Source: an optimization exercise on an open RTL-to-GDS flow (aim: small area, a short achievable clock period and few clock cycles per item). Production flows keep margins and buffers that such runs may drop.
Where RTL was checked, it was by simulation tests only, not by an equivalence proof against the original.
Power figures rest on the tool's default switching activity, not on a simulated workload.

== pine ==
// encoder_speed_and_ramped_setpoint_core
module encoder_speed_and_ramped_setpoint_core (
  input  logic clk,
  input  logic rst,
  input  logic psel,
  input  logic penable,
  input  logic pwrite,
  input  logic [4:0] paddr,
  input  logic [31:0] pwdata,
  output logic [31:0] prdata,
  output logic pready,
  input  logic in_valid,
  output logic in_ready,
  input  logic signed [31:0] encoder_count,
  input  logic [31:0] time_ms,
  input  logic signed [16:0] target_speed_mm_s,
  output logic out_valid,
  input  logic out_ready,
  output logic signed [23:0] measured_speed_mm_s,
  output logic signed [20:0] measured_scaled,
  output logic signed [16:0] ramped_speed_mm_s,
  output logic signed [10:0] setpoint_scaled
);
Settings: LEC_CHECK=0, CAP_MARGIN=20, CORE_MARGIN=2, CORE_UTILIZATION=40, SETUP_SLACK_MARGIN=3.7, SLEW_MARGIN=20; clock period 8.0 ns.
run.sh (not shown) runs the stock make flow with config.mk's settings and CLKGATE_MAP_FILE= SYNTH_SCRIPT=/design/flow/synth_recipe.tcl, a recipe that flattens the netlist after the stock synthesis.
In pine the implementation completed, yet the final layout does not meet the checks, the culprit being antenna violations.
Testbench counts of pine, summed over its fixed seeds: cycles 24,204, items 1,920.
For birch, these inputs were changed with respect to pine:
-- flow/config.mk --
<<< pine, line 10
export CORE_UTILIZATION = 40
export SETUP_SLACK_MARGIN = 3.7
>>> birch, line 10
export CORE_UTILIZATION = 40
export CTS_BUF_LIST = sky130_fd_sc_hd__clkbuf_8
export CTS_CLUSTER_SIZE = 20
export SETUP_SLACK_MARGIN = 3.7
[summary]
In summary, birch completed successfully, with a layout that passed the timing, DRC and antenna checks.
[flow] pine | stages: complete | final checks: fail | reason: antenna violations
On layout-stage area growth over the synthesis result: between birch and pine, it ends up lower for birch.
Comparing switching share of total power for birch and pine, the smaller number came from pine.
Taking pine as the reference, in birch wire length reported by the detailed router did not really move; part of the total power dissipated in sequential elements went up.
birch vs. pine: global-route usage about even, utilization of the core after routing fell 0.37 points, clock latency on the worst-skew pair rose 180 ps, setup slack rose 17 ps.


Another version of the RTL of encoder_speed_and_ramped_setpoint_core (not shown whole).
Size in the first run: ~6500 cells after synthesis, roughly 850 flip-flops, about 230 I/O pins, roughly 60000 um^2 of cells after synthesis.
clock: 8.0 ns
lec_check: 0
cap_margin: 20
core_margin: 2
core_utilization: 40
cts_buf_list: sky130_fd_sc_hd__clkbuf_4 sky130_fd_sc_hd__clkbuf_8
cts_cluster_size: 30
gpl_routability_driven: 0
setup_slack_margin: 3.6
slew_margin: 20
Then changed:
- CTS_CLUSTER_SIZE: 30 -> 50
- PLACE_DENSITY: not set -> 0.8
After rerunning: The new run finished with timing, DRC and antenna clean. Clock-buffer cell count falls by 23. Combinational power barely changes. Sequential power stays flat. Wire length falls by 3.5%. Register-to-register slack is about the same. Non-clock buffer count falls by 6. Worst setup slack degrades by 66 ps. First-iteration DRC count rises by 31%. Via count rises by 2.7%. Power falls by 1.3%.
Then changed:
- CTS_CLUSTER_SIZE: 50 -> 30
- PLACE_DENSITY: 0.8 -> not set
- PLACE_DENSITY_LB_ADDON: not set -> 0.2
- SETUP_SLACK_MARGIN: 3.6 -> 3.5
What happened:
- routed wire length grows by about 5%
- setup slack loses 14 ps
- register-to-register slack loses 110 ps
- sequential share of layout area is about the same
- cell area barely changes
- die area stays the same
- cell count stays flat
- power grows by about 3%
- clock skew stays flat
- hold slack hardly moves
- utilization grows by 0.11 points
No run of this note included a check of the RTL's function; only the layout flow was run.


Another version of the RTL of encoder_speed_and_ramped_setpoint_core (not shown whole).
For scale: ~800 flip-flops, about 230 I/O pins, roughly 0.063 mm^2 of cells after synthesis.
// encoder_speed_and_ramped_setpoint_core
module encoder_speed_and_ramped_setpoint_core (
  input  logic clk,
  input  logic rst,
  input  logic psel,
  input  logic penable,
  input  logic pwrite,
  input  logic [4:0] paddr,
  input  logic [31:0] pwdata,
  output logic [31:0] prdata,
  output logic pready,
  input  logic in_valid,
  output logic in_ready,
  input  logic signed [31:0] encoder_count,
  input  logic [31:0] time_ms,
  input  logic signed [16:0] target_speed_mm_s,
  output logic out_valid,
  input  logic out_ready,
  output logic signed [23:0] measured_speed_mm_s,
  output logic signed [20:0] measured_scaled,
  output logic signed [16:0] ramped_speed_mm_s,
  output logic signed [10:0] setpoint_scaled
);
Settings: LEC_CHECK=0, ABC_CLOCK_PERIOD_IN_PS=4500, CAP_MARGIN=20, CORE_MARGIN=2, CORE_UTILIZATION=40, SETUP_SLACK_MARGIN=3.3, SLEW_MARGIN=20; clock period 8.0 ns.
The starting point completed with no timing, DRC or antenna violations.
Then changed:
Settings changed: ABC_CLOCK_PERIOD_IN_PS 4500 to unset, SETUP_SLACK_MARGIN 3.3 to unset.
Clock skew is higher by 11 ps. Worst setup slack is worse by 1100 ps. First-iteration DRC count is lower by a little under a tenth. Combinational power is lower by a little under a tenth. Sequential power is about the same. Global-route usage is higher by 0.27 points. Sequential cell count does not change.
Function was not checked in any run of this note: the RTL went through the layout flow alone.


Setup of run A:
RTL: one of the versions met above, not the one the previous note started from.
Size: ~6700 cells after synthesis, ~0.060 mm² of cells after synthesis.
==> flow/config.mk <==
export PLATFORM = sky130hd
export DESIGN_NAME = encoder_speed_and_ramped_setpoint_core
export DESIGN_NICKNAME = encoder_speed_and_ramped_setpoint_core
export VERILOG_FILES = /design/flow/design.v
export SDC_FILE = /design/flow/constraint.sdc
export NUM_CORES = 4
export LEC_CHECK = 0
export CAP_MARGIN = 20
export CORE_MARGIN = 2
export CORE_UTILIZATION = 40
export CTS_BUF_LIST = sky130_fd_sc_hd__clkbuf_4 sky130_fd_sc_hd__clkbuf_8
export CTS_CLUSTER_SIZE = 30
export GPL_ROUTABILITY_DRIVEN = 0
export SETUP_SLACK_MARGIN = 3.6
export SLEW_MARGIN = 20
==> flow/constraint.sdc <==
create_clock -name core_clock -period 8.0 [get_ports {clk}]
set_input_delay 1.6000 -clock core_clock [delete_from_list [all_inputs] [get_ports {clk}]]
set_output_delay 1.6000 -clock core_clock [all_outputs]
set_load 0.01 [all_outputs]
The flow did not stop early for run A: all stages ran, and the layout cleared the timing, DRC and antenna checks.
Testbench counts of run A, summed over its fixed seeds: cycles 24,204, items 1,920.
#### Input delta (run B over run A)
Settings: a deleted GPL_ROUTABILITY_DRIVEN that had been 0; a change of SETUP_SLACK_MARGIN from 3.6 to 3.7.
[summary]
- Re global-route usage: run B is 0.16 points down on run A.
- Compared run B against run A; final-report setup violation count within noise.
- Run B vs. run A: final area flat; hold violation count in the final report flat; power after layout down 67 µW.
Input changes introduced in run C (baseline for comparison: run B):
Settings: CAP_MARGIN changed from 20 to 5; SLEW_MARGIN changed from 20 to 5; SETUP_SLACK_MARGIN changed from 3.7 to 3.6; GPL_ROUTABILITY_DRIVEN newly set to 0.
### Flow results
Looking at run C and run B, the highest clock rate is a wash. Later-pin clock latency in the skew report: run C and run B compared, higher one is run B. As far as reported leakage power is concerned, run C and run B perform about the same. Taking run B over run C, the clock-buffer cell count ratio works out to 0.948.

[afterwards: timing with drivers on the ports]
In the flow no input, the clock included, has a driving cell. The finished layouts below were timed again as built, in two steps. Step 1 (the two cells are an assumption about what drives the block):
set clk [get_ports {clk}]
set_driving_cell -lib_cell sky130_fd_sc_hd__clkbuf_16 $clk
set_driving_cell -lib_cell sky130_fd_sc_hd__buf_2 [delete_from_list [all_inputs] $clk]
Step 2 also shifts input and output timing later by t, the mid clock arrival at the registers, as if the neighbouring blocks saw the same clock. Three values: no drivers, after step 1, after step 2; two values: the first two.
run	t (ns)	setup WS [ns]	pins driven straight from the clock port
pine	0.805	3.466 / 3.409 / 3.083	1
birch	0.972	3.484 / 3.435 / 2.923	1
the first run of note 2	0.982	3.505 / 3.399 / 2.821	1
the second run of note 2	0.967	3.440 / 3.391 / 2.721	1
the third run of note 2	0.982	3.426 / 3.328 / 2.732	1
the first run of note 3	0.799	3.061 / 3.061 / 2.852	1
the second run of note 3	0.807	1.915 / 1.915 / 1.915	1
run A	0.951	3.502 / 3.440 / 2.877	1
run B	0.967	3.511 / 3.460 / 2.923	1
run C	0.949	3.507 / 3.445 / 2.877	1
The setup slack of the second run of note 2, which loses most, moves by -0.049 ns with the drivers and by -0.719 ns with both steps.
